Context: an optimization exercise on an open-source flow, tuned for small area and a short achievable clock period. The choices shown serve that exercise and are no tape-out recipe.
At most, simulation tests tie the RTL to the original design; equivalence was not proved.
No functional check of the RTL was part of run 2.
Power is estimated from default activity; no workload was simulated.

[flow/config.mk]
export PLATFORM = sky130hd
export DESIGN_NAME = hard_drive_controller
export DESIGN_NICKNAME = hard_drive_controller
export VERILOG_FILES = /design/flow/design.v
export SDC_FILE = /design/flow/constraint.sdc
export NUM_CORES = 8
export LEC_CHECK = 0
export CAP_MARGIN = 10
export CORE_MARGIN = 2
export CORE_UTILIZATION = 55
export CTS_CLUSTER_DIAMETER = 80
export CTS_CLUSTER_SIZE = 30
export SETUP_SLACK_MARGIN = 2.85
export SLEW_MARGIN = 20
[flow/constraint.sdc]
create_clock -name core_clock -period 5.5 [get_ports {clock}]
set_input_delay 1.1000 -clock core_clock [delete_from_list [all_inputs] [get_ports {clock}]]
set_output_delay 1.1000 -clock core_clock [all_outputs]
set_load 0.01 [all_outputs]
[flow/design.v]
module hard_drive_controller (
  input  logic        clock,
  input  logic        reset_n,
  input  logic        request,
  input  logic        write_enable,
  input  logic [6:0]  track,
  input  logic [13:0] sector,
  input  logic [31:0] data_write,
  output logic        ready,
  output logic        done,
  output logic        error,
  output logic [31:0] data_read,
  output logic [6:0]  head_track
);
  logic        busy_q, ready_q, seek_q, acc1_q, acc2_q, done_q, err_q;
  logic [2:0]  seek_cnt;
  logic [2:0]  head_q;
  logic        lat_we;
  logic [2:0]  lat_track;
  logic [31:0] lat_data;
  logic        accept, out_of_range;
  logic [2:0]  seek_dist;
  assign ready_q      = ~(seek_q | acc1_q | acc2_q | done_q);
  assign accept       = ready_q & request;
  assign out_of_range = (|track[6:3]) | (|sector[13:4]);
  assign seek_dist         = (track[2:0] >= head_q) ? (track[2:0] - head_q) : (head_q - track[2:0]);
  assign ready      = ~busy_q;
  assign done       = done_q;
  assign error      = err_q;
  assign head_track = {4'b0000, head_q};
  always_ff @(posedge clock or negedge reset_n) begin
    if (!reset_n) begin
      busy_q   <= 1'b0;
      seek_q   <= 1'b0;
      acc1_q   <= 1'b0;
      acc2_q   <= 1'b0;
      done_q   <= 1'b0;
      err_q    <= 1'b0;
      seek_cnt <= '0;
      head_q   <= '0;
    end else begin
      acc2_q <= acc1_q;
      done_q <= acc2_q | (accept & out_of_range);
      if (accept) begin
        busy_q   <= 1'b1;
        err_q    <= out_of_range;
        seek_q   <= ~out_of_range & (seek_dist != 3'd0);
        acc1_q   <= ~out_of_range & (seek_dist == 3'd0);
        seek_cnt <= seek_dist;
      end else begin
        if (done_q) busy_q <= 1'b0;
        if (seek_q) begin
          seek_cnt <= seek_cnt - 3'd1;
          if (seek_cnt == 3'd1) begin
            seek_q <= 1'b0;
            head_q <= lat_track;
          end
        end
        acc1_q <= seek_q & (seek_cnt == 3'd1);
      end
    end
  end
  always_ff @(posedge clock) begin
    if (ready_q) begin
      lat_we   <= write_enable;
      lat_track <= track[2:0];
      lat_data <= data_write;
    end
  end
  localparam int NR = 43;
  logic [1:0]  ph3;          
  logic        ph2;          
  logic [31:0] rp0 [NR];
  logic [31:0] rp1 [NR];
  logic [31:0] rp2 [NR-1];
  always_ff @(posedge clock) begin
    case (ph3)
      2'd0:    ph3 <= 2'd1;
      2'd1:    ph3 <= 2'd2;
      default: ph3 <= 2'd0;
    endcase
    case (ph2)
      1'b0:    ph2 <= 1'b1;
      default: ph2 <= 1'b0;
    endcase
  end
  logic [2:0] ph3_oh;
  assign ph3_oh = {ph3 == 2'd2, ph3 == 2'd1, ph3 == 2'd0};
  for (genvar k = 0; k < NR; k++) begin : g_ring
    logic we;
    assign we = we_now[k] | (we_pend & pend_ring[k]);
    if (k < NR - 1) begin : g3
      always_ff @(posedge clock) begin
        rp1[k] <= rp0[k];
        rp2[k] <= rp1[k];
        rp0[k] <= we ? ~pend_data_n : rp2[k];
      end
    end else begin : g2
      always_ff @(posedge clock) begin
        rp1[k] <= rp0[k];
        rp0[k] <= we ? ~pend_data_n : rp1[k];
      end
    end
  end
  logic [NR-1:0] rd_ring;
  logic [2:0]    rd_pos3;
  logic [1:0]    rd_pos2;
  logic [6:0]    in_idx;
  logic [NR-1:0] in_ring;
  logic [2:0]    in_slot3;
  assign in_idx = {track[2:0], sector[3:0]};
  always_comb begin
    in_ring  = '0;
    in_slot3 = '0;
    for (int a = 0; a < 126; a++)
      if (in_idx == 7'(a)) begin
        in_ring[a / 3]   = 1'b1;
        in_slot3[a % 3]  = 1'b1;
      end
    if (in_idx[6:1] == 6'd63) in_ring[NR-1] = 1'b1;
  end
  logic [2:0] nx_pos3;
  always_comb
    for (int p = 0; p < 3; p++)
      nx_pos3[p] = (ph3_oh[0] & in_slot3[(p + 2) % 3]) |
                   (ph3_oh[1] & in_slot3[(p + 1) % 3]) |
                   (ph3_oh[2] & in_slot3[p]);
  always_ff @(posedge clock) begin
    if (ready_q) begin
      rd_ring <= in_ring;
      rd_pos3 <= nx_pos3;
      rd_pos2 <= (in_idx[0] ^ ~ph2) ? 2'b10 : 2'b01;
    end else begin
      rd_pos3 <= {rd_pos3[1:0], rd_pos3[2]};
      rd_pos2 <= {rd_pos2[0], rd_pos2[1]};
    end
  end
  logic          pend_v;       
  logic [1:0]    pend_t;       
  logic [NR-1:0] pend_ring;
  logic [31:0]   pend_data_n;  
  logic          wr_now, last_now;
  assign wr_now   = acc2_q & lat_we;
  assign last_now = rd_ring[NR-1] ? rd_pos2[1] : rd_pos3[2];
  logic          pend_v_nx;
  logic [1:0]    pend_t_nx;
  assign pend_v_nx = (wr_now & ~last_now) | (pend_v & pend_t[1]);
  assign pend_t_nx = (wr_now & ~last_now) ? ((rd_ring[NR-1] | rd_pos3[1]) ? 2'b01 : 2'b10)
                                          : {1'b0, pend_t[1]};
  always_ff @(posedge clock) begin
    pend_v      <= pend_v_nx;
    pend_t      <= pend_t_nx;
    pend_ring   <= rd_ring;
    pend_data_n <= ~lat_data;
  end
  logic [NR-1:0] we_now;
  logic          we_pend;
  always_ff @(posedge clock or negedge reset_n) begin
    if (!reset_n) we_now <= '0;
    else          we_now <= {NR{acc1_q & lat_we & (rd_ring[NR-1] ? rd_pos2[0] : rd_pos3[1])}} & rd_ring;
  end
  always_ff @(posedge clock) we_pend <= pend_v_nx & pend_t_nx[0];
  logic        p0, p2;
  logic [31:0] rd_a, rd_b, rd01, rd_stage;
  assign p0 = rd_ring[NR-1] ? rd_pos2[0] : rd_pos3[0];
  assign p2 = ~rd_ring[NR-1] & rd_pos3[2];
  always_comb begin
    rd_a = '0;
    rd_b = '0;
    for (int k = 0; k < NR; k++) begin
      rd_a = rd_a | ({32{rd_ring[k]}} & rp0[k]);
      rd_b = rd_b | ({32{rd_ring[k]}} & rp1[k]);
    end
    rd01 = p0 ? rd_a : rd_b;
  end
  always_ff @(posedge clock) rd_stage <= rd01;
  always_ff @(posedge clock or negedge reset_n) begin
    if (!reset_n)                data_read <= '0;
    else if (acc2_q && !lat_we)  data_read <= p2 ? rd_stage : rd01;
  end
endmodule
[flow/flow/run.sh]
#!/bin/bash
# The standard layout (standard.sh), with one change: ABC maps the logic with
# flow/abc_speed.script, which skips the SOP rebalancing passes of ORFS's speed script and
# maps once with area recovery. Every other ORFS script is used as it is.
set -euo pipefail
here=$(pwd)
mkdir -p scripts
for f in "$FLOW_HOME"/scripts/*; do
  ln -s "$f" scripts/
done
rm scripts/abc_speed.script
cp flow/abc_speed.script scripts/abc_speed.script
bash standard.sh SCRIPTS_DIR="$here/scripts" finish > standard.log 2>&1
[flow/flow/abc_speed.script]
&get -n
&st
&dch
&nf -R 1000 -p
&put
buffer -c
topo
stime -c
upsize -c
dnsize -c
[flow/standard.sh]
#!/bin/bash
# synth_recipe.tcl (not shown) runs the flow's synth.tcl, then flattens the netlist and writes it again
# the make line also repeats each setting of config.mk as NAME=value (left out here)
make -C /OpenROAD-flow-scripts/flow DESIGN_CONFIG=/design/flow/config.mk WORK_HOME=/design/flow/orfs CLKGATE_MAP_FILE= SYNTH_SCRIPT=/design/flow/synth_recipe.tcl "${@:-finish}"
==> impl_summary.txt, run 1 <==
----------------------------------------------------
[Setup path]
  Maximum fanout count along the critical path ... 5
  Capturing point of the worst reg2reg path ... data_read[3]$_DFFE_PN0P_
  Critical path data required time ... 6.20 ns
  Data arrival time at the worst-slack endpoint ... 5.37 ns
  Slowest library cell on the worst path ... sky130_fd_sc_hd__nor4_4
  Register-to-register path setup slack ... 2.56 ns
  Slowest cell delay on critical path ... 0.27 ns
  Worst Reg2Reg Path Length in Cells ... 13
  Critical Path Most Common Cell ... sky130_fd_sc_hd__a21oi_1
  Kind of end point of the critical path ... register
  Worst Setup Path Type ... in2reg
  CP startpoint kind ... input pin
  FF-to-FF Start ... rd_ring[0]$_SDFFCE_PP1N_

[Power]
  Sequential power share ... 65.1%
  Internal power contribution ... 38.3 mW
  Peak ir drop on the vdd network ... 0.370 mV
  Static leakage ... 49.3 nW
  PD cells ... 373 nW/um^2
  Proportion of power drawn by combinational gates ... 3.6%
  Clock power share ... 31.3%
  Switching Share ... 22.2%
  Power dissipated by switching net loads ... 10.9 mW

[STA]
  Final worst clock skew ... 0.0533 ns
  Worst hold margin ... 0.275 ns
  Fin crit period ... 4.67 ns
  Final setup vio count ... 0
  Unrepaired setup endpoints after global routing ... true
  Measured slew at the worst slew-check pin ... 1.17 ns
  Number of hold violations in the final report ... 0
  Period Utilization, post-route ... 84.9%
  Maximum clock frequency ... 214 MHz
  Max Slew Vio Count ... 0
  Relative slew slack ... 21.8%

[Global routing]
  Total overflow reported by the global router ... 0
  Vias in the first global route ... 75200
  First-pass GRT wire length ... 534 mm
  Global-route usage over all layers ... 33.1%
  Largest net degree at the start of global routing ... 86
  Initial antenna violation count ... 26

[Logic synthesis]
  Mean area per synthesized cell ... 11.8 um^2
  Count of different cell masters after synthesis ... 70
  Top-area cell type share of the netlist area ... 70.6%
  Biggest area contributors in the synthesized netlist ... sky130_fd_sc_hd__dfxtp_1 71%, sky130_fd_sc_hd__o21ai_0 6.2%, sky130_fd_sc_hd__nand2_1 5.3%
  Number of enable flip-flop cells after synthesis ... 79
  Async set-reset flop share out of synthesis ... 1.99%
  Netlist area before placement ... 120000 um^2
  Most instantiated flip-flop cell in the synthesis netlist ... sky130_fd_sc_hd__dfxtp_1
  Most common cell in the synthesized netlist ... sky130_fd_sc_hd__dfxtp_1
  Yosys Warn Count ... 4
  Gate Count Post-Synth ... 10100
  Register bit total from synthesis ... 4380
  Sequential element share of the synthesized area ... 74.4%
  Ranking of synthesized cells by instance count ... 4214 x sky130_fd_sc_hd__dfxtp_1, 1690 x sky130_fd_sc_hd__nand2_1, 1485 x sky130_fd_sc_hd__o21ai_0
  Library cell with the largest summed area after synthesis ... sky130_fd_sc_hd__dfxtp_1

[Cells and area]
  Final cell utilization of the core ... 60.9%
  Number of inserted filler cells in the final layout ... 17400
  Area Growth Syn to Fin ... 10.3%
  Final Cell Area ... 132000 um^2
  Fraction of final layout cells with drive strength greater than 1 ... 8.88%
  Nets ... 10100

[Routing]
  Total DRC errors in the routed layout ... 0
  DRT iter0 DRCs ... 11500
  Number of search-and-repair iterations in the first detailed-routing pass ... 10
  Via-per-instance ratio ... 6.01
  Detail Route Antenna Nets ... 0
  Wire length per cell after detailed routing ... 29.1 um
  DR vias ... 78200
  Total wire length ... 379 mm

[Clock network]
  CTS Sinks ... 4380
  Number of buffers inserted during clock tree synthesis ... 167
  CTS Root Cell ... sky130_fd_sc_hd__clkbuf_16
  Clock-pin slew reported for the worst setup and hold paths after clock tree synthesis ... 0.11 ns
  Maximum number of buffers from clock root to sink ... 3
  Clock latency of the later-clocked register in the worst-skew pair ... 0.86 ns
  Maximum level of the CTS H-tree ... 4
  Hold buffer count at cts ... 0
  Clock tree from TritonCTS ... done

[Placement]
  Post-detailed-placement cell area ... 124000 um^2
  Number of input and output port buffers inserted ... 94
  Routability congestion estimate from global placement ... 0.855
  Dpl hpwl ... 218 mm

[Die]
  Number of placement rows ... 171
  DIE WIDTH ... 470 um
  Area of the die ... 221000 um^2
  Boundary pin count ... 99
  Initial Util ... 55.2%
  Floorplan die height ... 470 um
  Core area ... 217000 um^2

[Min path]
  Class of the tightest hold or removal check ... in2async

[Run]
  Max Cap Violations ... 0

[Run status]
  Result of the run ... finished clean

----------------------------------------------------
==> routing by layer <==
| metal | track usage [%] | wire [um] | up-vias | part of all wire, % |
|---|---|---|---|---|
| met5 | 0 | 63 | - | 0.017 |
| met4 | 11.5 | 14200 | 10 | 3.8 |
| met3 | 5.85 | 30900 | 567 | 8.2 |
| met2 | 52.8 | 172000 | 3225 | 46 |
| met1 | 45.4 | 161000 | 38900 | 43 |
| li1 | - | - | 35500 | - |
==> how the worst max path moves through the flow <==
stage	endpoint	start	slack (ns)	cells after the start
finish	rd_pos3[1]$_DFF_P_	sector[2]	0.83	34
global route	rd_pos3[1]$_DFF_P_	sector[3]	0.41	34
CTS	rd_pos3[1]$_DFF_P_	sector[2]	0.90	34
detailed placement	rd_pos3[2]$_DFF_P_	sector[2]	-0.65	31
global placement	rd_pos3[0]$_DFF_P_	sector[2]	-0.78	31
floorplan	rd_pos3[0]$_DFF_P_	sector[0]	0.45	31
==> through the flow <==
step	cells	TNS [ns]	worst slack [ns]	power (mW)
6_report	13000	0	0.828	49.2
5_1_grt	13000	0	0.410	50.4
4_1_cts	12900	0	0.900	49.1
3_5_place_dp	12600	-1.87	-0.654	34.2
3_3_place_gp	12600	-2.22	-0.781	34.2
2_1_floorplan	10100	0	0.447	33.3
==> flip-flops by register name (all words and copies together) (netlist names), 32 cells and up <==
register and cells:
rp2 1344, we_now 43, pend_data_n 32, data_read 32
pend_ring 43, rp0 1376, rp1 1376, rd_stage 32
rd_ring 43, lat_data 32
==> power by group through the flow <==
stage | combinational (mW) | clock (mW) | sequential (mW)
3_3_place_gp | 1.38 | 0 | 32.8
5_1_grt | 1.78 | 16.6 | 32.0
4_1_cts | 1.64 | 15.5 | 32.0
6_report | 1.78 | 15.4 | 32.0
3_5_place_dp | 1.39 | 0 | 32.8
2_1_floorplan | 0.610 | 0 | 32.7
==> cell families (layout without fill, tap and decap cells) <==
logic type                 after synthesis  in the layout  synth area share (%)
and+or+nand+nor                       2257           2257                  8.02
adders and majority gates                9              9                 0.107
DFF                                   4380           4380                  74.4
other                                    1             20               0.00314
xor gates and xnor gates                 3              3                0.0220
muxes                                    2              2                0.0167
buffers and inverters                  800            793                  2.67
AOI/OAI and AO/OA                     2678           2684                  14.8
==> critical path, delay by kind of cell <==
family | cells | cell delay [ns]
AND/OR/NAND/NOR | 3 | 0.55
buffers and inverters | 2 | 0.23
AO/OA/AOI/OAI | 29 | 3.49
==> final cells by class <==
class / instances / area (um^2) / area share [%]
Inverter: 54 / 206 / 0.157
Tap cell: 2854 / 3570 / 2.71
Antenna cell: 16 / 40.0 / 0.0304
Clock inverter: 14 / 219 / 0.166
Multi-Input combinational cell: 4959 / 29100 / 22.1
Clock buffer: 227 / 4530 / 3.44
Timing Repair Buffer: 498 / 5230 / 3.97
Sequential cell: 4380 / 88900 / 67.4
==> what timing repair did <==
action,4_1_cts,5_1_grt
resized for setup,427,134
gates cloned,13,5
endpoints found under the setup margin,450,100
setup buffers,80,43
pin swaps,160,181
==> layout by cell type, fill, tap and decap left out, types with 22 or more instances in the layout <==
master / instances
sky130_fd_sc_hd__buf_6: 56
sky130_fd_sc_hd__o21ai_2: 22
sky130_fd_sc_hd__buf_4: 276
sky130_fd_sc_hd__dfxtp_1: 4209
sky130_fd_sc_hd__inv_1: 52
sky130_fd_sc_hd__a22o_1: 22
sky130_fd_sc_hd__nand4_1: 164
sky130_fd_sc_hd__nand3_1: 76
sky130_fd_sc_hd__clkbuf_16: 175
sky130_fd_sc_hd__buf_12: 62
sky130_fd_sc_hd__dfrtp_1: 75
sky130_fd_sc_hd__a221oi_2: 30
sky130_fd_sc_hd__nor2_1: 107
sky130_fd_sc_hd__and2_1: 45
sky130_fd_sc_hd__a21oi_4: 47
sky130_fd_sc_hd__nand2_1: 1689
sky130_fd_sc_hd__o21ai_0: 1423
sky130_fd_sc_hd__a21oi_1: 47
sky130_fd_sc_hd__a221oi_1: 23
sky130_fd_sc_hd__edfxtp_1: 79
sky130_fd_sc_hd__o21ai_1: 44
sky130_fd_sc_hd__clkdlybuf4s50_1: 48
sky130_fd_sc_hd__a22oi_1: 367
sky130_fd_sc_hd__a222oi_1: 563
sky130_fd_sc_hd__clkbuf_1: 53
==> run 2, diff against run 1 <==
--- a/flow/design.v
+++ b/flow/design.v
@@ -88,7 +88,7 @@
   assign ph3_oh = {ph3 == 2'd2, ph3 == 2'd1, ph3 == 2'd0};
   for (genvar k = 0; k < NR; k++) begin : g_ring
     logic we;
-    assign we = we_now[k] | (we_pend & pend_ring[k]);
+    assign we = we_now[k] | we_pend[k];
     if (k < NR - 1) begin : g3
       always_ff @(posedge clock) begin
         rp1[k] <= rp0[k];
@@ -137,7 +137,6 @@
   end
   logic          pend_v;       
   logic [1:0]    pend_t;       
-  logic [NR-1:0] pend_ring;
   logic [31:0]   pend_data_n;  
   logic          wr_now, last_now;
   assign wr_now   = acc2_q & lat_we;
@@ -150,16 +149,15 @@
   always_ff @(posedge clock) begin
     pend_v      <= pend_v_nx;
     pend_t      <= pend_t_nx;
-    pend_ring   <= rd_ring;
     pend_data_n <= ~lat_data;
   end
   logic [NR-1:0] we_now;
-  logic          we_pend;
+  logic [NR-1:0] we_pend;
   always_ff @(posedge clock or negedge reset_n) begin
     if (!reset_n) we_now <= '0;
     else          we_now <= {NR{acc1_q & lat_we & (rd_ring[NR-1] ? rd_pos2[0] : rd_pos3[1])}} & rd_ring;
   end
-  always_ff @(posedge clock) we_pend <= pend_v_nx & pend_t_nx[0];
+  always_ff @(posedge clock) we_pend <= {NR{pend_v_nx & pend_t_nx[0]}} & rd_ring;
   logic        p0, p2;
   logic [31:0] rd_a, rd_b, rd01, rd_stage;
   assign p0 = rd_ring[NR-1] ? rd_pos2[0] : rd_pos3[0];
@@ -174,8 +172,14 @@
     rd01 = p0 ? rd_a : rd_b;
   end
   always_ff @(posedge clock) rd_stage <= rd01;
+  logic        rd_load, s_a, s_b;
+  logic [31:0] rd_other;
+  assign rd_load  = acc2_q & ~lat_we;
+  assign s_a      = rd_load & ~p2 & p0;
+  assign s_b      = rd_load & ~p2 & ~p0;
+  assign rd_other = (rd_load & p2) ? rd_stage : data_read;
   always_ff @(posedge clock or negedge reset_n) begin
-    if (!reset_n)                data_read <= '0;
-    else if (acc2_q && !lat_we)  data_read <= p2 ? rd_stage : rd01;
+    if (!reset_n) data_read <= '0;
+    else          data_read <= ({32{s_a}} & rd_a) | ({32{s_b}} & rd_b) | ({32{~(s_a | s_b)}} & rd_other);
   end
 endmodule
==> flow/run.sh (new file) <==
#!/bin/bash
# synth_recipe.tcl (not shown) runs the flow's synth.tcl, then flattens the netlist and writes it again
# the make line also repeats each setting of config.mk as NAME=value (left out here)
make -C /OpenROAD-flow-scripts/flow DESIGN_CONFIG=/design/flow/config.mk WORK_HOME=/design/flow/orfs CLKGATE_MAP_FILE= SYNTH_SCRIPT=/design/flow/synth_recipe.tcl finish
--- a/flow/config.mk
+++ b/flow/config.mk
@@ -8,7 +8,7 @@
 export CAP_MARGIN = 10
 export CORE_MARGIN = 2
 export CORE_UTILIZATION = 55
-export CTS_CLUSTER_DIAMETER = 80
-export CTS_CLUSTER_SIZE = 30
+export CTS_CLUSTER_DIAMETER = 75
+export CTS_CLUSTER_SIZE = 28
 export SETUP_SLACK_MARGIN = 2.85
 export SLEW_MARGIN = 20
removed: flow/flow/run.sh
removed: flow/flow/abc_speed.script
removed: flow/standard.sh
==> run 2 against run 1 <==
Still clean on timing, DRC and antenna. Clock-buffer cell count is 19 higher. Global-route usage is 4.6 points higher. Register-to-register slack better by 0.13 ns. Fmax is 66% higher. Worst hold slack worse by 0.029 ns. Non-clock buffer count is 138 lower. Flip-flop and latch count is 1 lower. Via count is 4.6% higher. Routed wire length is 15% higher. Synthesized area is 1.3% higher. Critical path type is now reg2reg. Largest cell class unchanged.
==> impl_summary.txt, run 2 <==
----------------------------------------------------
[Run status]
  Result of the run ... finished clean

[Logic synthesis]
  Most common cell in the synthesized netlist ... sky130_fd_sc_hd__dfxtp_1
  Async set-reset flop share out of synthesis ... 1.99% (about the same)
  Netlist area before placement ... 121000 um^2 (+1.3%)
  Biggest area contributors in the synthesized netlist ... sky130_fd_sc_hd__dfxtp_1 70%, sky130_fd_sc_hd__a21oi_1 5.7%, sky130_fd_sc_hd__nor2_1 4.5%
  Library cell with the largest summed area after synthesis ... sky130_fd_sc_hd__dfxtp_1
  Register bit total from synthesis ... 4379 (-0.023%)
  Sequential element share of the synthesized area ... 73.4% (-0.99 points)
  Ranking of synthesized cells by instance count ... 4213 x sky130_fd_sc_hd__dfxtp_1, 1457 x sky130_fd_sc_hd__nor2_1, 1391 x sky130_fd_sc_hd__a21oi_1
  Yosys Warn Count ... 4 (unchanged)
  Count of different cell masters after synthesis ... 64 (-8.6%)
  Gate Count Post-Synth ... 10200 (+1.1%)
  Mean area per synthesized cell ... 11.8 um^2 (+0.23%)
  Number of enable flip-flop cells after synthesis ... 79 (unchanged)
  Most instantiated flip-flop cell in the synthesis netlist ... sky130_fd_sc_hd__dfxtp_1
  Top-area cell type share of the netlist area ... 69.6% (-0.94 points)

[Power]
  PD cells ... 385 nW/um^2 (+3.3%)
  Static leakage ... 51.2 nW (+3.8%)
  Design Power ... 50.4 mW (+2.6%)
  Peak ir drop on the vdd network ... 0.346 mV (-6.5%)

[Setup path]
  Cell chain of the critical path ... or4_1, clkinvlp_4, buf_4, nand2_1, o21a_1
  Critical path data required time ... 6.28 ns (+0.08 ns)
  Start point of the critical path ... seek_q$_DFF_PN0_
  Slowest cell delay on critical path ... 0.68 ns (+0.41 ns)
  Capturing point of the worst reg2reg path ... rd_pos2[0]$_DFF_P_
  Worst Reg2Reg Path Length in Cells ... 5 (-8)
  CP startpoint kind ... register
  Slowest library cell on the worst path ... sky130_fd_sc_hd__or4_1
  Kind of end point of the critical path ... register
  Worst Setup Path Type ... reg2reg
  Data arrival time at the worst-slack endpoint ... 3.60 ns (-1.77 ns)
  Capturing element of the worst setup path ... rd_pos2[0]$_DFF_P_
  Maximum fanout count along the critical path ... 45 (+40)
  Register-to-register path setup slack ... 2.69 ns (+0.13 ns)
  FF-to-FF Start ... seek_q$_DFF_PN0_

[Routing]
  Total wire length ... 435 mm (+15%)
  Total DRC errors in the routed layout ... 0 (unchanged)
  DRT iter0 DRCs ... 11600 (+0.64%)
  Detail Route Antenna Nets ... 0 (unchanged)
  Via-per-instance ratio ... 6.32 (+5.1%)
  DR vias ... 81800 (+4.6%)
  Number of search-and-repair iterations in the first detailed-routing pass ... 8 (-2)
  Wire length per cell after detailed routing ... 33.7 um (+16%)

[Cells and area]
  Area Growth Syn to Fin ... 8.16%
  Number of inserted filler cells in the final layout ... 17900 (+2.3%)
  Leading registers by flop count ... rp0: 1376 flops, rp1: 1376 flops, rp2: 1344 flops
  Nets ... 10000 (-0.96%)
  Leading cell type in the layout, fill and taps excluded ... sky130_fd_sc_hd__dfxtp_1
  Fraction of final layout cells with drive strength greater than 1 ... 6.82% (-2.1 points)
  Final cell utilization of the core ... 59.7% (-1.2 points)
  Highest-count cells in the layout ignoring fill and taps ... 4211 x sky130_fd_sc_hd__dfxtp_1, 1455 x sky130_fd_sc_hd__nor2_1, 1390 x sky130_fd_sc_hd__a21oi_1

[Clock network]
  Number of buffers inserted during clock tree synthesis ... 180 (+7.8%)
  Clock tree from TritonCTS ... done
  CTS Root Cell ... sky130_fd_sc_hd__clkbuf_16
  Hold buffer count at cts ... 0 (unchanged)
  Maximum level of the CTS H-tree ... 4 (unchanged)
  Maximum number of buffers from clock root to sink ... 3 (unchanged)
  Clock-pin slew reported for the worst setup and hold paths after clock tree synthesis ... 0.09 ns (-0.02 ns)
  Clock latency of the later-clocked register in the worst-skew pair ... 0.90 ns (+0.04 ns)
  CTS Sinks ... 4379 (-0.023%)

[Placement]
  Dpl hpwl ... 235 mm (+7.8%)
  Routability congestion estimate from global placement ... 0.854 (about the same)
  Number of input and output port buffers inserted ... 94 (unchanged)

[STA]
  Final setup vio count ... 0 (unchanged)
  Relative slew slack ... 17.0% (-4.8 points)
  Max Slew Vio Count ... 0 (unchanged)
  Period Utilization, post-route ... 51.2% (-34 points)
  Final worst clock skew ... 0.0357 ns (-0.0176 ns)
  Unrepaired setup endpoints after global routing ... true
  Number of hold violations in the final report ... 0 (unchanged)
  Measured slew at the worst slew-check pin ... 1.25 ns (+0.0721 ns)
  Fin crit period ... 2.81 ns (-1.86 ns)
  Final sum of negative setup slack ... 0 ns (unchanged)
  Maximum clock frequency ... 355 MHz (+66%)
  Worst hold margin ... 0.246 ns (-0.0289 ns)

[Die]
  Initial Util ... 55.2% (about the same)
  Area of the die ... 224000 um^2 (+1.3%)
  DIE WIDTH ... 473 um (+0.66%)
  Boundary pin count ... 99 (unchanged)
  Core area ... 219000 um^2 (+1.3%)
  Floorplan die height ... 473 um (+0.66%)
  Number of placement rows ... 172 (+0.58%)

[Global routing]
  Global-route usage over all layers ... 37.7% (+4.6 points)
  Initial antenna violation count ... 21 (-19%)
  Vias in the first global route ... 76700 (+2.0%)
  Total overflow reported by the global router ... 0 (unchanged)
  Largest net degree at the start of global routing ... 67 (-22%)
  First-pass GRT wire length ... 597 mm (+12%)

[Min path]
  Class of the tightest hold or removal check ... in2async

[Run]
  Max Cap Violations ... 0 (unchanged)

----------------------------------------------------
## run 2: cell types whose count changed in the layout (fill, tap and decap cells not counted), moves of 60 or more
cell and delta:
sky130_fd_sc_hd__a22o_1 +299, sky130_fd_sc_hd__buf_4 -79, sky130_fd_sc_hd__nand2_1 -1616, sky130_fd_sc_hd__a21oi_1 +1343
sky130_fd_sc_hd__a221oi_1 +313, sky130_fd_sc_hd__a222oi_1 -499, sky130_fd_sc_hd__o21ai_0 -1399, sky130_fd_sc_hd__nor2_1 +1348
sky130_fd_sc_hd__nand4_1 +97, sky130_fd_sc_hd__a22oi_1 +213, sky130_fd_sc_hd__nand3_1 -60
## run 2: power by group
| group | internal, mW | switching (mW) | total (mW) |
|---|---|---|---|
| Sequential | 31.9 | 0.0670 | 31.9 |
| Combinational | 0.380 | 1.58 | 1.96 |
| Clock | 6.73 | 9.80 | 16.5 |
## run 2: worst max-delay path, delay by kind of cell, from the launching register on
kind                   cells  cell delay [ns]
flip-flops                 1             0.46
buffers and inverters      2             1.28
AND/OR/NAND/NOR            2             0.84
AO/OA/AOI/OAI              1             0.14
## run 2: routing by layer
metal | GRT usage [%] | vias up | wire, um
met2 | 58.2 | 4505 | 194000
met5 | 0 | - | 22
met4 | 12.6 | 4 | 16600
li1 | - | 35300 | -
met1 | 54.4 | 41200 | 184000
met3 | 5.57 | 717 | 41200
## run 2: logic make-up after synthesis
group / after synthesis / share of synthesized area (%)
AO/OA/AOI/OAI: 2846 / 15.7
XOR/XNOR: 13 / 0.0940
adder cells (fa/ha/maj): 9 / 0.105
buffers and inverters: 870 / 2.79
flip-flops: 4379 / 73.4
multiplexers: 40 / 0.338
other: 1 / 0.00310
AND/OR/NAND/NOR: 2083 / 7.60
## run 2: cell type report
type                    instances  area [um^2]  area share, %
flip-flops and latches       4379        88900           67.9
clock buffers                 246         4930           3.76
well taps                    2871         3590           2.74
multi-input cells            4996        29400           22.4
repair buffers                360         3580           2.73
clock inverters                31          427          0.326
inverters                      46          185          0.141
diodes                         13         32.5         0.0248
## run 2: metrics by stage
step                setup slack, ns  instance area (um^2)  instances
finish                         2.69                131000      12900
global route                   2.51                131000      12900
CTS                            2.60                130000      12900
detailed placement             1.53                125000      12600
global placement               1.45                125000      12600
floorplan                      2.74                121000      10200
## run 2: how the worst min path moves through the flow
stage                         from                      end  cells after the start
6_report                   reset_n   data_read[6]$_DFF_PN0_                      1
2_1_floorplan   rp0[5][30]$_DFF_P_       rp1[5][30]$_DFF_P_                      0
5_1_grt                    reset_n   data_read[1]$_DFF_PN0_                      1
3_5_place_dp   rp0[20][31]$_DFF_P_      rp1[20][31]$_DFF_P_                      0
3_3_place_gp    rp0[1][15]$_DFF_P_       rp1[1][15]$_DFF_P_                      0
4_1_cts                    reset_n  data_read[23]$_DFF_PN0_                      1
## run 2: repair_timing
action | 4_1_cts | 5_1_grt
gates resized for setup | 203 | 80
buffers inserted | 43 | 12
cloned | 3 | 4
pin swaps | 1 | 9
endpoints found under the setup margin | 213 | 116
==> run 3, diff against run 2 <==
--- a/flow/design.v
+++ b/flow/design.v
@@ -12,7 +12,7 @@
   output logic [31:0] data_read,
   output logic [6:0]  head_track
 );
-  logic        busy_q, ready_q, seek_q, acc1_q, acc2_q, done_q, err_q;
+  logic        busy_q, work_q, ready_q, cap_q, seek_q, acc1_q, acc2_q, done_q, err_q;
   logic [2:0]  seek_cnt;
   logic [2:0]  head_q;
   logic        lat_we;
@@ -21,6 +21,7 @@
   logic        accept, out_of_range;
   logic [2:0]  seek_dist;
   assign ready_q      = ~(seek_q | acc1_q | acc2_q | done_q);
+  assign cap_q        = ~work_q;
   assign accept       = ready_q & request;
   assign out_of_range = (|track[6:3]) | (|sector[13:4]);
   assign seek_dist         = (track[2:0] >= head_q) ? (track[2:0] - head_q) : (head_q - track[2:0]);
@@ -31,6 +32,7 @@
   always_ff @(posedge clock or negedge reset_n) begin
     if (!reset_n) begin
       busy_q   <= 1'b0;
+      work_q   <= 1'b0;
       seek_q   <= 1'b0;
       acc1_q   <= 1'b0;
       acc2_q   <= 1'b0;
@@ -41,6 +43,7 @@
     end else begin
       acc2_q <= acc1_q;
       done_q <= acc2_q | (accept & out_of_range);
+      work_q <= accept ? ~out_of_range : (seek_q | acc1_q);
       if (accept) begin
         busy_q   <= 1'b1;
         err_q    <= out_of_range;
@@ -61,7 +64,7 @@
     end
   end
   always_ff @(posedge clock) begin
-    if (ready_q) begin
+    if (cap_q) begin
       lat_we   <= write_enable;
       lat_track <= track[2:0];
       lat_data <= data_write;
@@ -126,7 +129,7 @@
                    (ph3_oh[1] & in_slot3[(p + 1) % 3]) |
                    (ph3_oh[2] & in_slot3[p]);
   always_ff @(posedge clock) begin
-    if (ready_q) begin
+    if (cap_q) begin
       rd_ring <= in_ring;
       rd_pos3 <= nx_pos3;
       rd_pos2 <= (in_idx[0] ^ ~ph2) ? 2'b10 : 2'b01;
--- a/flow/config.mk
+++ b/flow/config.mk
@@ -10,5 +10,5 @@
 export CORE_UTILIZATION = 55
 export CTS_CLUSTER_DIAMETER = 75
 export CTS_CLUSTER_SIZE = 28
-export SETUP_SLACK_MARGIN = 2.85
+export SETUP_SLACK_MARGIN = 2.75
 export SLEW_MARGIN = 20
==> run 3 against run 2 <==
Still clean on timing, DRC and antenna. Design area down 0.19%. Cell count decreased by 0.12%. Worst hold slack got worse by 0.064 ns. Synthesized area down 0.10%. Largest cell class unchanged. Highest routed layer is now met4.
==> impl_summary.txt, run 3 <==
----------------------------------------------------
[Run status]
  Result of the run ... finished clean

[Die]
  Number of placement rows ... 172 (unchanged)
  Core area ... 219000 um^2 (unchanged)
  Floorplan die height ... 473 um (about the same)
  Area of the die ... 224000 um^2 (about the same)
  DIE WIDTH ... 473 um (about the same)
  Boundary pin count ... 99 (unchanged)
  Initial Util ... 55.2% (-0.055 points)

[STA]
  Final WS setup ... 2.76 ns (+0.0757 ns)
  Relative slew slack ... 16.1% (-0.92 points)
  Maximum clock frequency ... 365 MHz (+2.8%)
  Fin crit period ... 2.74 ns (-0.0757 ns)
  Unrepaired setup endpoints after global routing ... true
  Number of hold violations in the final report ... 0 (unchanged)
  Measured slew at the worst slew-check pin ... 1.26 ns (+0.0138 ns)
  Final worst clock skew ... 0.0416 ns (+0.00588 ns)
  Final setup vio count ... 0 (unchanged)
  Max Slew Vio Count ... 0 (unchanged)
  Final sum of negative setup slack ... 0 ns (unchanged)
  Period Utilization, post-route ... 49.8% (-1.4 points)
  Worst hold margin ... 0.182 ns (-0.0642 ns)

[Cells and area]
  Leading registers by flop count ... rp0: 1376 flops, rp1: 1376 flops, rp2: 1344 flops
  Leading cell type in the layout, fill and taps excluded ... sky130_fd_sc_hd__dfxtp_1
  Fraction of final layout cells with drive strength greater than 1 ... 6.01% (-0.81 points)
  Area Growth Syn to Fin ... 8.06% (about the same)
  Highest-count cells in the layout ignoring fill and taps ... 4213 x sky130_fd_sc_hd__dfxtp_1, 1464 x sky130_fd_sc_hd__nor2_1, 1386 x sky130_fd_sc_hd__a21oi_1
  Number of standard cells in the final layout excluding fillers ... 12900 (-0.12%)
  Nets ... 10000 (-0.13%)
  Final Cell Area ... 131000 um^2 (-0.19%)
  Final cell utilization of the core ... 59.6% (-0.11 points)

[Routing]
  Wire length per cell after detailed routing ... 33.3 um (-1.0%)
  Detail Route Antenna Nets ... 0 (unchanged)
  Total DRC errors in the routed layout ... 0 (unchanged)
  Number of search-and-repair iterations in the first detailed-routing pass ... 8 (unchanged)
  DRT iter0 DRCs ... 10900 (-6.1%)
  Via-per-instance ratio ... 6.31 (-0.20%)
  Total wire length ... 431 mm (-1.1%)
  DR vias ... 81600 (-0.32%)

[Setup path]
  Worst Reg2Reg Path Length in Cells ... 10 (+5)
  FF-to-FF Start ... rd_ring[42]$_DFFE_PN_
  Cell chain of the critical path ... buf_4, mux2i_4, buf_12, buf_4, a221oi_1, nand4_1, nor4_1, nor2_1, mux2i_1, o21ai_0
  Critical Path Most Common Cell ... sky130_fd_sc_hd__buf_4
  Capturing point of the worst reg2reg path ... data_read[9]$_DFF_PN0_
  Worst Setup Path Type ... reg2reg
  CP startpoint kind ... register
  Maximum fanout count along the critical path ... 9 (-80%)
  Slowest library cell on the worst path ... sky130_fd_sc_hd__edfxtp_1
  Critical path data required time ... 6.23 ns (-0.05 ns)
  Slowest cell delay on critical path ... 0.45 ns (-0.23 ns)
  Data arrival time at the worst-slack endpoint ... 3.47 ns (-0.13 ns)
  Kind of end point of the critical path ... register
  Register-to-register path setup slack ... 2.76 ns (+0.08 ns)

[Global routing]
  Fraction of met2 tracks used by global routing ... 58.2% (about the same)
  Vias in the first global route ... 77000 (+0.45%)
  Largest net degree at the start of global routing ... 67 (unchanged)
  First-pass GRT wire length ... 595 mm (-0.42%)
  Global-route usage over all layers ... 37.4% (-0.26 points)
  GR peak layer ... met2
  Total overflow reported by the global router ... 0 (unchanged)
  Initial antenna violation count ... 9 (-57%)
  Met1 Usage GRT ... 53.8% (-0.61 points)
  Global routing usage on met3 ... 5.30% (-0.26 points)

[Logic synthesis]
  Register bit total from synthesis ... 4380 (+0.023%)
  Biggest area contributors in the synthesized netlist ... sky130_fd_sc_hd__dfxtp_1 70%, sky130_fd_sc_hd__a21oi_1 5.7%, sky130_fd_sc_hd__nor2_1 4.5%
  Most common cell in the synthesized netlist ... sky130_fd_sc_hd__dfxtp_1
  Mean area per synthesized cell ... 11.8 um^2 (-0.11%)
  Sequential element share of the synthesized area ... 73.5% (+0.094 points)
  Yosys Warn Count ... 4 (unchanged)
  Most instantiated flip-flop cell in the synthesis netlist ... sky130_fd_sc_hd__dfxtp_1
  Number of enable flip-flop cells after synthesis ... 79 (unchanged)
  Gate Count Post-Synth ... 10200 (+0.0098%)
  Async set-reset flop share out of synthesis ... 2.01% (+0.022 points)
  Netlist area before placement ... 121000 um^2 (-0.10%)
  Library cell with the largest summed area after synthesis ... sky130_fd_sc_hd__dfxtp_1
  Count of different cell masters after synthesis ... 76 (+19%)
  Ranking of synthesized cells by instance count ... 4213 x sky130_fd_sc_hd__dfxtp_1, 1466 x sky130_fd_sc_hd__nor2_1, 1387 x sky130_fd_sc_hd__a21oi_1
  Top-area cell type share of the netlist area ... 69.7% (+0.070 points)

[Min path]
  Class of the tightest hold or removal check ... in2async

[Power]
  Static leakage ... 51.0 nW (-0.41%)
  PD cells ... 381 nW/um^2 (-0.97%)
  Peak ir drop on the vdd network ... 0.363 mV (+4.7%)
  Design Power ... 49.9 mW (-1.2%)

[Clock network]
  CTS Sinks ... 4380 (+0.023%)
  Maximum number of buffers from clock root to sink ... 3 (unchanged)
  Number of buffers inserted during clock tree synthesis ... 182 (+1.1%)
  Maximum level of the CTS H-tree ... 4 (unchanged)
  Clock latency of the later-clocked register in the worst-skew pair ... 0.89 ns (about the same)
  Clock tree from TritonCTS ... done
  Clock-pin slew reported for the worst setup and hold paths after clock tree synthesis ... 0.11 ns (+0.02 ns)
  CTS Root Cell ... sky130_fd_sc_hd__clkbuf_16

[Placement]
  Number of input and output port buffers inserted ... 94 (unchanged)
  Routability congestion estimate from global placement ... 0.851 (-0.33%)
  Pre-CTS worst setup slack ... 1.44 ns (-0.0901 ns)
  Post-detailed-placement cell area ... 125000 um^2 (about the same)
  Dpl hpwl ... 233 mm (-1.1%)
  Cell total after placement ... 12600 (-0.016%)

[Run]
  Max Cap Violations ... 0 (unchanged)

----------------------------------------------------
==> run 3: changes by cell type in the layout (fill, tap and decap cells not counted), sizes merged, moves of 4 or more <==
cell | before | now
mux2i | 36 | 40
o21ai | 53 | 47
dlygate4sd2 | 1 | 22
and3b | 5 | 0
buf | 298 | 256
a21oi | 1391 | 1387
nand2 | 75 | 69
diode | 13 | 6
a32oi | 5 | 0
nor2 | 1457 | 1466
bufinv | 7 | 3
clkinv | 12 | 19
clkdlybuf4s15 | 3 | 12
==> run 3: kinds of logic after synthesis <==
logic type / count (synthesis) / share of synthesized area [%]
DFF: 4380 / 73.5
AOI/OAI and AO/OA: 2844 / 15.6
and+or+nand+nor: 2080 / 7.61
buffers and inverters: 870 / 2.76
muxes: 44 / 0.368
xor gates and xnor gates: 14 / 0.101
adders and majority gates: 9 / 0.105
other: 1 / 0.00310
==> run 3: cell type report <==
class | instances | area, um^2
antenna | 6 | 15.0
clock buffer | 249 | 5070
clock inverter | 35 | 470
fill | 18000 | 88500
inverter | 47 | 181
multi-input combinational | 4995 | 29100
sequential | 4380 | 88900
tap | 2871 | 3590
timing repair buffer | 344 | 3400
==> run 3: what timing repair did <==
item	in CTS	in global routing
hold buffers	0	0
cloned	1	0
pin swaps	0	10
resized for setup	110	52
setup buffers	36	12
endpoints found under the setup margin	114	33
==> run 3: how the worst max path moves through the flow <==
stage / from / to / cells past startpoint
finish: rd_ring[42]$_DFFE_PN_ / data_read[9]$_DFF_PN0_ / 10
global route: rd_ring[42]$_DFFE_PN_ / data_read[5]$_DFF_PN0_ / 10
global placement: sector[1] / rd_pos3[1]$_DFF_P_ / 9
detailed placement: sector[1] / rd_pos3[1]$_DFF_P_ / 9
floorplan: track[0] / rd_pos3[1]$_DFF_P_ / 7
CTS: data_read[0]$_DFF_PN0_ / data_read[0] / 1
==> run 3: worst max-delay path: cells and delay by family (launching register included) <==
family	cells	cell delay [ns]
buf+inv	3	0.60
compound gates	2	0.51
flops	1	0.45
simple gates	3	0.60
mux	2	0.38
==> run 3: per-layer routing <==
metal / routed length [um] / vias up
met5: 0 / -
met4: 16700 / 0
met3: 37300 / 748
met2: 193000 / 4245
met1: 184000 / 41300
li1: - / 35300
==> run 3: power breakdown <==
group	internal (mW)	switching [mW]	leakage (nW)
logic	0.347	0.876	11.2
clock network	6.76	9.91	2.68
registers	31.9	0.0666	37.1
total	39.0	10.9	51.0
==> run 4, diff against run 3 <==
--- a/flow/config.mk
+++ b/flow/config.mk
@@ -10,5 +10,5 @@
 export CORE_UTILIZATION = 55
 export CTS_CLUSTER_DIAMETER = 75
 export CTS_CLUSTER_SIZE = 28
-export SETUP_SLACK_MARGIN = 2.75
+export SETUP_SLACK_MARGIN = 2.95
 export SLEW_MARGIN = 20
==> run 4 against run 3 <==
Global-route usage up 0.29 points. Cell count increased by 0.32%. Die area unchanged. Still clean. Largest cell class unchanged.
==> impl_summary.txt, run 4 <==
----------------------------------------------------
[Run status]
  Result of the run ... finished clean

[Die]
  DIE WIDTH ... 473 um (unchanged)
  Core area ... 219000 um^2 (unchanged)
  Initial Util ... 55.2% (unchanged)
  Number of placement rows ... 172 (unchanged)
  Boundary pin count ... 99 (unchanged)
  Floorplan die height ... 473 um (unchanged)
  Area of the die ... 224000 um^2 (unchanged)

[Global routing]
  Vias in the first global route ... 77600 (+0.80%)
  Global-route usage over all layers ... 37.7% (+0.29 points)
  Initial antenna violation count ... 11 (+2)
  Largest net degree at the start of global routing ... 67 (unchanged)
  Total overflow reported by the global router ... 0 (unchanged)
  First-pass GRT wire length ... 598 mm (+0.60%)

[Placement]
  Number of input and output port buffers inserted ... 94 (unchanged)
  Dpl hpwl ... 233 mm (+0.27%)
  Routability congestion estimate from global placement ... 0.861 (+1.2%)
  Cell total after placement ... 12600 (+0.056%)
  Pre-CTS worst setup slack ... 1.18 ns (-0.262 ns)

[Logic synthesis]
  Register bit total from synthesis ... 4380 (unchanged)
  Netlist area before placement ... 121000 um^2 (unchanged)
  Sequential element share of the synthesized area ... 73.5% (unchanged)
  Library cell with the largest summed area after synthesis ... sky130_fd_sc_hd__dfxtp_1
  Number of enable flip-flop cells after synthesis ... 79 (unchanged)
  Ranking of synthesized cells by instance count ... 4213 x sky130_fd_sc_hd__dfxtp_1, 1466 x sky130_fd_sc_hd__nor2_1, 1387 x sky130_fd_sc_hd__a21oi_1
  Mean area per synthesized cell ... 11.8 um^2 (unchanged)
  Biggest area contributors in the synthesized netlist ... sky130_fd_sc_hd__dfxtp_1 70%, sky130_fd_sc_hd__a21oi_1 5.7%, sky130_fd_sc_hd__nor2_1 4.5%
  Count of different cell masters after synthesis ... 76 (unchanged)
  Most instantiated flip-flop cell in the synthesis netlist ... sky130_fd_sc_hd__dfxtp_1
  Gate Count Post-Synth ... 10200 (unchanged)
  Yosys Warn Count ... 4 (unchanged)
  Top-area cell type share of the netlist area ... 69.7% (unchanged)
  Most common cell in the synthesized netlist ... sky130_fd_sc_hd__dfxtp_1
  Async set-reset flop share out of synthesis ... 2.01% (unchanged)

[Setup path]
  CP startpoint kind ... register
  Worst path buffer plus inverter count ... 1 (-2)
  Maximum fanout count along the critical path ... 66 (+57)
  Data arrival time at the worst-slack endpoint ... 3.58 ns (+0.11 ns)
  Critical path data required time ... 6.22 ns (about the same)
  Cell chain of the critical path ... buf_12, a22o_1, a221oi_1, nand4_1, nor4_2, nor2_1, mux2i_1, o21ai_0
  Worst Setup Path Type ... reg2reg
  Slowest library cell on the worst path ... sky130_fd_sc_hd__a22o_1
  Slowest cell delay on critical path ... 0.46 ns (about the same)
  Kind of cell adding the most delay to the critical path ... compound AO/OA/AOI/OAI gates
  Kind of end point of the critical path ... register

[STA]
  Fin crit period ... 2.86 ns (+0.116 ns)
  Final worst clock skew ... 0.0339 ns (-0.00765 ns)
  Relative slew slack ... 17.6% (+1.5 points)
  Final setup vio count ... 0 (unchanged)
  Final sum of negative setup slack ... 0 ns (unchanged)
  Period Utilization, post-route ... 51.9% (+2.1 points)
  Number of hold violations in the final report ... 0 (unchanged)
  Max Slew Vio Count ... 0 (unchanged)
  Final WS setup ... 2.64 ns (-0.116 ns)
  Unrepaired setup endpoints after global routing ... true
  Measured slew at the worst slew-check pin ... 1.24 ns (-0.0225 ns)
  Maximum clock frequency ... 350 MHz (-4.1%)

[Clock network]
  CTS Sinks ... 4380 (unchanged)
  CTS Root Cell ... sky130_fd_sc_hd__clkbuf_16
  Hold buffer count at cts ... 0 (unchanged)
  Clock latency of the later-clocked register in the worst-skew pair ... 0.90 ns (about the same)
  Maximum number of buffers from clock root to sink ... 3 (unchanged)
  Number of buffers inserted during clock tree synthesis ... 180 (-1.1%)
  Maximum level of the CTS H-tree ... 4 (unchanged)
  Clock tree from TritonCTS ... done
  Clock-pin slew reported for the worst setup and hold paths after clock tree synthesis ... 0.11 ns (about the same)

[Min path]
  Class of the tightest hold or removal check ... in2async

[Cells and area]
  Area Growth Syn to Fin ... 8.95%
  Leading registers by flop count ... rp0: 1376 flops, rp1: 1376 flops, rp2: 1344 flops
  Area of all sequential standard cells ... 88900 um^2 (about the same)
  Total area of multi-input combinational cells ... 29600 um^2 (+1.5%)
  Leading cell type in the layout, fill and taps excluded ... sky130_fd_sc_hd__dfxtp_1
  Highest-count cells in the layout ignoring fill and taps ... 4212 x sky130_fd_sc_hd__dfxtp_1, 1464 x sky130_fd_sc_hd__nor2_1, 1386 x sky130_fd_sc_hd__a21oi_1
  Nets ... 10100 (+0.43%)
  Fraction of final layout cells with drive strength greater than 1 ... 7.45% (+1.4 points)
  Number of standard cells in the final layout excluding fillers ... 13000 (+0.32%)
  Final cell utilization of the core ... 60.1% (+0.49 points)
  Number of inserted filler cells in the final layout ... 17800 (-0.95%)

[Routing]
  Wire length per cell after detailed routing ... 33.9 um (+1.7%)
  DR vias ... 81600 (+0.020%)
  Number of search-and-repair iterations in the first detailed-routing pass ... 8 (unchanged)
  DRT iter0 DRCs ... 11000 (+1.5%)
  Via-per-instance ratio ... 6.29 (-0.30%)
  Total DRC errors in the routed layout ... 0 (unchanged)
  Detail Route Antenna Nets ... 0 (unchanged)
  Total wire length ... 439 mm (+2.0%)

[Power]
  Design Power ... 49.8 mW (-0.14%)
  Static leakage ... 51.5 nW (+0.94%)
  Peak ir drop on the vdd network ... 0.267 mV (-26%)
  PD cells ... 378 nW/um^2 (-0.95%)

[Run]
  Max Cap Violations ... 0 (unchanged)

----------------------------------------------------
run 4: cell counts after synthesis:
No cell type changed its count.
run 4: final timing paths:
kind / startpoint / to / slack, ns / cells past startpoint
setup / recovery: rd_ring[7]$_SDFFCE_PP1N_ / data_read[27]$_DFF_PN0_ / 2.64 / 8
hold / removal: reset_n / data_read[9]$_DFF_PN0_ / 0.16 / 1
setup reg to reg: rd_ring[7]$_SDFFCE_PP1N_ / data_read[27]$_DFF_PN0_ / 2.64 / 8
hold reg to reg: rp0[0][29]$_DFF_P_ / rp1[0][29]$_DFF_P_ / 0.33 / 0
max in group asynchronous: reset_n / head_q[0]$_DFFE_PN0P_ / 4.14 / 2
min in group core_clock: rp0[0][29]$_DFF_P_ / rp1[0][29]$_DFF_P_ / 0.33 / 0
run 4: cell families (layout without fill, tap and decap cells):
group           Yosys count  after routing  share of synthesized area, %
simple gates           2080           2080                          7.61
buf+inv                 870            718                          2.76
xor+xnor                 14             14                         0.101
fa+ha+maj                 9              9                         0.105
compound gates         2844           2844                          15.6
other cells               1              9                       0.00310
flops                  4380           4380                          73.5
mux                      44             44                         0.368
run 4: stage by stage:
| step | hold slack, ns | area (um^2) |
|---|---|---|
| finish | 0.165 | 132000 |
| global route | 0.131 | 132000 |
| CTS | 0.122 | 131000 |
| detailed placement | 0.335 | 125000 |
| global placement | 0.332 | 124000 |
| floorplan | 0.330 | 121000 |
run 4: what timing repair did:
item	in CTS	in global routing
buffers inserted	52	22
gates resized for setup	268	133
gates cloned	3	9
pin swaps	3	28
endpoints found under the setup margin	148	88
run 4: layout make-up:
cell class / count / area share [%]
Sequential cell: 4380 / 67.5
Multi-Input combinational cell: 4995 / 22.4
Clock buffer: 250 / 3.80
Timing Repair Buffer: 389 / 3.14
Tap cell: 2871 / 2.72
Clock inverter: 32 / 0.313
Inverter: 47 / 0.140
Antenna cell: 5 / 0.00949
run 4: report_power, final:
part	switching, mW	leakage, nW	internal [mW]	total (mW)
sequential	0.0726	37.1	31.9	32.0
combinational	0.897	11.8	0.393	1.29
clock	9.86	2.63	6.67	16.5
total	10.8	51.5	39.0	49.8
run 4: routing by layer:
metal,global-route usage [%],wire length [um]
met1,53.3,185000
met2,59.1,196000
met3,5.11,39300
met4,14.5,19200
met5,0,30
==> run 5, diff against run 4 <==
--- a/flow/config.mk
+++ b/flow/config.mk
@@ -10,5 +10,5 @@
 export CORE_UTILIZATION = 55
 export CTS_CLUSTER_DIAMETER = 75
 export CTS_CLUSTER_SIZE = 28
-export SETUP_SLACK_MARGIN = 2.95
+export SETUP_SLACK_MARGIN = 2.85
 export SLEW_MARGIN = 20
==> run 5 against run 4 <==
Combinational power decreased by 5%. Still clean on timing, DRC and antenna. Fmax increased by 6.3%. Design area decreased by 0.72%. Global-route usage decreased by 0.17 points.
==> impl_summary.txt, run 5 <==
----------------------------------------------------
[Cells and area]
  Fraction of final layout cells with drive strength greater than 1 ... 6.50% (-0.95 points)
  Leading registers by flop count ... rp0: 1376 flops, rp1: 1376 flops, rp2: 1344 flops
  Leading cell type in the layout, fill and taps excluded ... sky130_fd_sc_hd__dfxtp_1
  Final Cell Area ... 131000 um^2 (-0.72%)
  Nets ... 10000 (-0.30%)
  Area Growth Syn to Fin ... 8.17%
  Highest-count cells in the layout ignoring fill and taps ... 4212 x sky130_fd_sc_hd__dfxtp_1, 1464 x sky130_fd_sc_hd__nor2_1, 1386 x sky130_fd_sc_hd__a21oi_1

[Logic synthesis]
  Most instantiated flip-flop cell in the synthesis netlist ... sky130_fd_sc_hd__dfxtp_1
  Gate Count Post-Synth ... 10200 (unchanged)
  Top-area cell type share of the netlist area ... 69.7% (unchanged)
  Number of enable flip-flop cells after synthesis ... 79 (unchanged)
  Library cell with the largest summed area after synthesis ... sky130_fd_sc_hd__dfxtp_1
  Yosys Warn Count ... 4 (unchanged)
  Ranking of synthesized cells by instance count ... 4213 x sky130_fd_sc_hd__dfxtp_1, 1466 x sky130_fd_sc_hd__nor2_1, 1387 x sky130_fd_sc_hd__a21oi_1
  Adder and majority cell fraction of the synthesized area ... 0.105% (unchanged)
  Register bit total from synthesis ... 4380 (unchanged)
  Share of the synthesized area in compound gates (AO/OA/AOI/OAI) ... 15.6% (unchanged)
  Largest family of logic cells by synthesized area ... compound AO/OA/AOI/OAI gates
  Count of different cell masters after synthesis ... 76 (unchanged)
  Proportion of synthesized area in mux cells ... 0.368% (unchanged)
  Sequential element share of the synthesized area ... 73.5% (unchanged)
  Most common cell in the synthesized netlist ... sky130_fd_sc_hd__dfxtp_1
  Synth Area in XOR/XNOR ... 0.101% (unchanged)
  Mean area per synthesized cell ... 11.8 um^2 (unchanged)
  Simple-gate share of the synthesized area ... 7.61% (unchanged)
  Netlist area before placement ... 121000 um^2 (unchanged)
  Biggest area contributors in the synthesized netlist ... sky130_fd_sc_hd__dfxtp_1 70%, sky130_fd_sc_hd__a21oi_1 5.7%, sky130_fd_sc_hd__nor2_1 4.5%
  Async set-reset flop share out of synthesis ... 2.01% (unchanged)

[Clock network]
  Clock-pin slew reported for the worst setup and hold paths after clock tree synthesis ... 0.11 ns (about the same)
  CTS Root Cell ... sky130_fd_sc_hd__clkbuf_16
  CTS Sinks ... 4380 (unchanged)
  Clock latency of the later-clocked register in the worst-skew pair ... 0.89 ns (about the same)
  Clock tree from TritonCTS ... done
  Maximum level of the CTS H-tree ... 4 (unchanged)
  Number of buffers inserted during clock tree synthesis ... 180 (unchanged)
  Maximum number of buffers from clock root to sink ... 3 (unchanged)

[Global routing]
  Vias in the first global route ... 77500 (-0.15%)
  Largest net degree at the start of global routing ... 67 (unchanged)
  First-pass GRT wire length ... 596 mm (-0.38%)
  Total overflow reported by the global router ... 0 (unchanged)
  Initial antenna violation count ... 8 (-3)
  Global-route usage over all layers ... 37.6% (-0.17 points)

[Routing]
  DR vias ... 81200 (-0.47%)
  Number of search-and-repair iterations in the first detailed-routing pass ... 7 (-1)
  Detail Route Antenna Nets ... 0 (unchanged)
  DRT iter0 DRCs ... 10900 (-1.1%)
  Wire length per cell after detailed routing ... 33.4 um (-1.5%)
  Total DRC errors in the routed layout ... 0 (unchanged)
  Total wire length ... 432 mm (-1.7%)
  Via-per-instance ratio ... 6.27 (-0.24%)

[Placement]
  Dpl hpwl ... 233 mm (unchanged)
  Post-detailed-placement cell area ... 125000 um^2 (unchanged)
  Number of input and output port buffers inserted ... 94 (unchanged)
  Routability congestion estimate from global placement ... 0.861 (unchanged)

[Power]
  Clock power share ... 33.2% (about the same)
  Sequential power share ... 64.3% (about the same)
  Static leakage ... 51.0 nW (-0.86%)
  PD cells ... 380 nW/um^2 (+0.53%)
  Power dissipated by switching net loads ... 10.8 mW (-0.55%)
  Peak ir drop on the vdd network ... 0.267 mV (about the same)
  Switching Share ... 21.7% (-0.079 points)
  Proportion of power drawn by combinational gates ... 2.5% (about the same)
  Internal power contribution ... 38.9 mW (about the same)

[STA]
  Fin crit period ... 2.69 ns (-0.170 ns)
  Period Utilization, post-route ... 48.8% (-3.1 points)
  Maximum clock frequency ... 372 MHz (+6.3%)
  Measured slew at the worst slew-check pin ... 1.22 ns (-0.0125 ns)
  Relative slew slack ... 18.4% (+0.83 points)
  Unrepaired setup endpoints after global routing ... true
  Worst hold margin ... 0.173 ns (+0.00808 ns)
  Number of hold violations in the final report ... 0 (unchanged)
  Final sum of negative setup slack ... 0 ns (unchanged)
  Final worst clock skew ... 0.0304 ns (-0.00356 ns)
  Final setup vio count ... 0 (unchanged)
  Max Slew Vio Count ... 0 (unchanged)

[Die]
  Area of the die ... 224000 um^2 (unchanged)
  Boundary pin count ... 99 (unchanged)
  Core area ... 219000 um^2 (unchanged)
  Floorplan die height ... 473 um (unchanged)
  Number of placement rows ... 172 (unchanged)
  Initial Util ... 55.2% (unchanged)
  DIE WIDTH ... 473 um (unchanged)

[Setup path]
  Worst Setup Path Type ... reg2out
  Worst path buffer plus inverter count ... 1 (unchanged)
  Kind of end point of the critical path ... output pin
  CP startpoint kind ... register
  Critical path data required time ... 4.40 ns (-1.82 ns)
  Kind of cell adding the most delay to the critical path ... flip-flops
  Start point of the critical path ... data_read[0]$_DFF_PN0_
  FF-to-FF Start ... rd_ring[39]$_SDFFCE_PP1N_
  Data arrival time at the worst-slack endpoint ... 1.59 ns (-1.99 ns)
  Slowest library cell on the worst path ... sky130_fd_sc_hd__dfrtp_2
  Cell chain of the critical path ... buf_6
  Slowest cell delay on critical path ... 0.53 ns (+0.07 ns)
  Maximum fanout count along the critical path ... 2 (-97%)

[Run status]
  Result of the run ... finished clean

[Run]
  Max Cap Violations ... 0 (unchanged)

[Min path]
  Class of the tightest hold or removal check ... in2async

----------------------------------------------------
[run 5: cell counts after synthesis]
No cell type changed its count.
[run 5: power groups by stage]
stage	Clock (mW)	Combinational, mW	Sequential, mW
6_report	16.5	1.22	32.0
5_1_grt	17.6	1.26	32.0
4_1_cts	16.5	1.17	32.0
3_5_place_dp	0	1.13	32.7
3_3_place_gp	0	1.13	32.7
2_1_floorplan	0	0.590	32.7
[run 5: area by class of cell]
class                      count  area, um^2
antenna                        5        12.5
clock buffer                 250        5010
clock inverter                32         413
fill                       17900       88400
inverter                      47         181
multi-input combinational   4995       29100
sequential                  4380       88900
tap                         2871        3590
timing repair buffer         359        3610
[run 5: stage by stage]
stage / utilization [%] / cells / worst slack [ns] / power (mW)
after floorplan: - / 10200 / 2.63 / 33.3
after global placement: 56.8 / 12600 / 1.10 / 33.8
after CTS: 59.5 / 12900 / 2.78 / 49.6
final: 59.7 / 12900 / 2.81 / 49.7
after detailed placement: 56.8 / 12600 / 1.18 / 33.8
after global routing: 59.7 / 12900 / 2.76 / 50.9
[run 5: repair_timing]
action	in CTS	in global routing
setup buffers	44	10
endpoints found under the setup margin	147	43
hold buffers	0	0
resized for setup	231	66
pin swaps	1	4
cloned	1	1
[run 5: routing by layer]
metal / part of all wire, % / track usage, % / vias up
met1: 42 / 52.9 / 41000
met4: 4.4 / 14.7 / 2
met5: 0.0023 / 0 / -
met3: 8.5 / 5.32 / 751
met2: 45 / 58.6 / 4086
li1: - / - / 35300
[run 5: worst paths after layout]
check,to,slack [ns],cells past startpoint
max in group asynchronous,head_q[0]$_DFFE_PN0P_,4.15,2
min reg2reg,rp1[41][27]$_DFF_P_,0.33,0
min,data_read[9]$_DFF_PN0_,0.17,1
max reg2reg,data_read[4]$_DFF_PN0_,2.85,8
max,data_read[0],2.81,1
min in group core_clock,rp1[41][27]$_DFF_P_,0.33,0
[run 5: cells by family (layout without fill, tap and decap cells)]
group / after synthesis / count (layout)
compound gates: 2844 / 2844
xor+xnor: 14 / 14
fa+ha+maj: 9 / 9
buf+inv: 870 / 688
flops: 4380 / 4380
mux: 44 / 44
other cells: 1 / 9
simple gates: 2080 / 2080

[re-timing with driven ports]
The results above use ideal ports. As a check the final layouts listed here were re-extracted and re-timed, cells and wires unchanged. Step 1 sets driving cells, clkbuf_16 on the clock port and buf_2 on the other inputs (assumed; they add their load-dependent delay and slew). Step 2 also shifts input and output timing later by t, the mid clock arrival at the registers, as if the neighbouring blocks saw the same clock. Slacks: no drivers / after step 1 / after step 2; pairs: no drivers / after step 1.
| run | t, ns | setup slack, ns | worst register clock-pin slew, ns |
|---|---|---|---|
| run 1 | 0.933 | 0.828 / 0.891 / -0.043 | 0.12 / 0.12 |
| run 2 | 0.972 | 2.685 / 2.685 / 2.017 | 0.11 / 0.11 |
| run 3 | 0.966 | 2.761 / 2.698 / 1.914 | 0.11 / 0.11 |
| run 4 | 0.972 | 2.645 / 2.645 / 2.109 | 0.11 / 0.11 |
| run 5 | 0.970 | 2.815 / 2.717 / 2.020 | 0.11 / 0.11 |
Met with ideal ports but missed after step 2: setup timing in run 1. The setup slack of run 1, which loses most, moves by +0.063 ns with the drivers and by -0.871 ns with both steps.
